Source: an optimization exercise on an open RTL-to-GDS flow (aim: small area, a short achievable clock period and few clock cycles per item). Production flows keep margins and buffers that such runs may drop.
Function was checked by simulation only, so behaviour that the tests miss may differ from the original.
Power figures rest on the tool's default switching activity, not on a simulated workload.

==> flow/design.v (excerpt) <==
module rv_core (
    input  logic                                 clk_i,
    input  logic                                 rstn_i,
    input  logic [rv_core_pkg::xlen-1:0]         imem_data_i,   
    input  logic [rv_core_pkg::xlen-1:0]         addr_i,        
    output logic [rv_core_pkg::xlen-1:0]         imem_addr_o,
    output logic [rv_core_pkg::xlen-1:0]         data_o,        
    output logic                                 update_o,      
    output logic [rv_core_pkg::xlen-1:0]         pc_o,
    output logic [rv_core_pkg::xlen-1:0]         instr_o,
    output logic [rv_core_pkg::reg_addr_w-1:0]   reg_addr_o,
    output logic [rv_core_pkg::xlen-1:0]         reg_data_o,
    output logic [rv_core_pkg::xlen-1:0]         mem_addr_o,
    output logic [rv_core_pkg::xlen-1:0]         mem_data_o,
    output logic                                 mem_wrt_o
);
export LEC_CHECK = 0
export CAP_MARGIN = 20
export CORE_MARGIN = 2
export CORE_UTILIZATION = 35
export PLACE_DENSITY = 0.5
export SETUP_SLACK_MARGIN = 3.9
export SLEW_MARGIN = 20
create_clock -name core_clock -period 9.0 [get_ports {clk_i}]
standard.sh (not shown) runs the stock make flow with config.mk's settings and CLKGATE_MAP_FILE= SYNTH_SCRIPT=/design/flow/synth_recipe.tcl, a recipe that flattens the netlist after the stock synthesis.
==> flow/flow/run.sh <==
#!/bin/bash
# Standard layout, with the port buffers made from plain buffers instead of the delay cells
# that buffer_ports picks by default, and clock tree synthesis without dummy loads.
# Each tool's output goes to a log file here.
set -euo pipefail
export BUFFER_PORTS_ARGS="-buffer_cell sky130_fd_sc_hd__buf_2"
export CTS_ARGS="-sink_clustering_enable -repair_clock_nets -sink_clustering_size 30 -sink_clustering_max_diameter 60 -dont_use_dummy_load"
bash standard.sh finish > standard_make.log 2>&1
The starting point passed the timing, DRC and antenna checks.
Testbench counts at the start, summed over its fixed seeds: cycles 472,582, instrs 110,324.
==> next run, changes <==
==> flow/flow/run.sh (replaced) <==
#!/bin/bash
# Standard layout, with the port buffers made from plain buffers instead of the delay cells
# that buffer_ports picks by default. Each tool's output goes to a log file here.
set -euo pipefail
export BUFFER_PORTS_ARGS="-buffer_cell sky130_fd_sc_hd__buf_4"
bash standard.sh finish > standard_make.log 2>&1
Settings changed: CTS_CLUSTER_DIAMETER from default to 60, CTS_CLUSTER_SIZE from default to 30, SETUP_SLACK_MARGIN 3.9 to 3.5.
Clock-buffer cell count grows by 18.
Via count is about the same.
Power grows by 8.0%.
Design area grows by 2.0%.
First-iteration DRC count grows by 3.7%.
Worst setup slack loses 0.18 ns.
Core utilization grows by 0.80 points.
Cell count grows by 1.1%.
Clock skew shrinks by 0.062 ns.


== violet ==
Starting RTL as in the previous note.
// rv_core
module rv_core (
    input  logic                                 clk_i,
    input  logic                                 rstn_i,
    input  logic [rv_core_pkg::xlen-1:0]         imem_data_i,   
    input  logic [rv_core_pkg::xlen-1:0]         addr_i,        
    output logic [rv_core_pkg::xlen-1:0]         imem_addr_o,
    output logic [rv_core_pkg::xlen-1:0]         data_o,        
    output logic                                 update_o,      
    output logic [rv_core_pkg::xlen-1:0]         pc_o,
    output logic [rv_core_pkg::xlen-1:0]         instr_o,
    output logic [rv_core_pkg::reg_addr_w-1:0]   reg_addr_o,
    output logic [rv_core_pkg::xlen-1:0]         reg_data_o,
    output logic [rv_core_pkg::xlen-1:0]         mem_addr_o,
    output logic [rv_core_pkg::xlen-1:0]         mem_data_o,
    output logic                                 mem_wrt_o
);
export LEC_CHECK = 0
export CAP_MARGIN = 20
export CORE_MARGIN = 2
export CORE_UTILIZATION = 35
export PLACE_DENSITY = 0.5
export SETUP_SLACK_MARGIN = 3.7
export SLEW_MARGIN = 20
create_clock -name core_clock -period 9.0 [get_ports {clk_i}]
==> flow/flow/run.sh <==
#!/bin/bash
# Standard layout, with the port buffers made from plain buffers instead of the delay cells
# that buffer_ports picks by default, and clock tree synthesis without dummy loads.
# Each tool's output goes to a log file here.
set -euo pipefail
export BUFFER_PORTS_ARGS="-buffer_cell sky130_fd_sc_hd__buf_2"
export CTS_ARGS="-sink_clustering_enable -repair_clock_nets -sink_clustering_size 30 -sink_clustering_max_diameter 60 -dont_use_dummy_load"
bash standard.sh finish > standard_make.log 2>&1
Testbench counts of violet, summed over its fixed seeds: cycles 472,582, instrs 110,324.
The inputs of delta differ from those of violet as listed below.
Settings: SETUP_SLACK_MARGIN changed from 3.7 to 3.5.
==> flow/flow/run.sh <==
#!/bin/bash
# Standard layout, with the port buffers made from plain buffers instead of the delay cells
# that buffer_ports picks by default. Each tool's output goes to a log file here.
set -euo pipefail
export BUFFER_PORTS_ARGS="-buffer_cell sky130_fd_sc_hd__buf_2"
bash standard.sh finish > standard_make.log 2>&1
Findings:
Compared violet against delta; total congestion overflow within noise. Compared with violet, delta shows a lower global-route usage. Part of the total power dissipated in the clock network in delta is 9.2 points higher than in violet. As far as synthesized-area fraction occupied by and/or/nand/nor cells goes, violet and delta are indistinguishable; the numbers are identical. Taking violet as the reference, in delta count of clock-buffer cells in the layout moved up; global placer's final weighted congestion moved down; worst-margin pin slew moved down; number of cells traversed by the worst register-to-register path moved up; combinational fraction of design power moved down. On total number of vias: between violet and delta, it ends up lower for violet.
Relative to delta, the following input files were edited for amber:
Settings: an added CTS_CLUSTER_DIAMETER of 60; an added CTS_CLUSTER_SIZE of 30.
### Flow results
- Looking at sum of routed wire segments on met1 across amber and delta, the one that comes out lower is amber.
- amber against delta: multi-input gate area in the final layout now sits at about the same level, post-layout utilization of the core has decreased, delay contributed by the slowest stage of the critical path was more or less identical, die height neither gained nor lost much.
- Summary — fmax, amber relative to delta: higher, by 0.45%.
- There was hardly any difference in total routing usage reported by global routing between amber and delta.
- amber vs delta, portion of total power attributed to the clock network went down by 4.7 points.
What zinc does differently from amber at the input level:
Settings: clearing CTS_CLUSTER_DIAMETER, which used to be 60; swapping 3.5 for 4.1 in SETUP_SLACK_MARGIN; clearing CTS_CLUSTER_SIZE, which used to be 30.
==> flow/flow/run.sh <==
#!/bin/bash
# Standard layout, with the port buffers made from plain buffers instead of the delay cells
# that buffer_ports picks by default, and clock tree synthesis without dummy loads.
# Each tool's output goes to a log file here.
set -euo pipefail
export BUFFER_PORTS_ARGS="-buffer_cell sky130_fd_sc_hd__buf_2"
export CTS_ARGS="-sink_clustering_enable -repair_clock_nets -sink_clustering_size 30 -sink_clustering_max_diameter 60 -dont_use_dummy_load"
bash standard.sh finish > standard_make.log 2>&1
==> results.txt <==
Higher setup slack goes to zinc over amber.
Looking at count of buffers not belonging to the clock network in the layout, zinc sits above amber.
Comparing zinc and amber, total routing resource utilization after global routing is lower on amber.

[static timing again, ports no longer ideal]
Ports are ideal in the flow. The routed layouts listed here were re-timed in OpenROAD. Step 1: set_driving_cell puts a clkbuf_16 on clk_i and a buf_2 on each other input, an assumption about the parent block. Step 2 times the ports against the registers' clock, not the clock port: input delays grow and output delays shrink by t, the midpoint of the rising clock arrivals with the driver on. Slacks: ideal ports / drivers / drivers and shift; pairs: ideal ports / drivers.
run	shift t [ns]	slack for setup (ns)	worst data-port slew with drivers (ns)
the first run of note 1	0.883	3.701 / 3.354 / 3.166	0.35
the second run of note 1	0.913	3.517 / 3.280 / 2.907	0.26
violet	0.883	3.678 / 3.382 / 3.088	0.31
delta	0.943	3.499 / 3.212 / 2.972	0.28
amber	0.914	3.524 / 3.233 / 2.938	0.29
zinc	0.886	3.682 / 3.523 / 3.317	0.21
After both steps setup and hold are still met in every run listed. For the second run of note 1, which loses most, drivers alone change the setup slack by -0.237 ns; drivers and shift together by -0.610 ns.
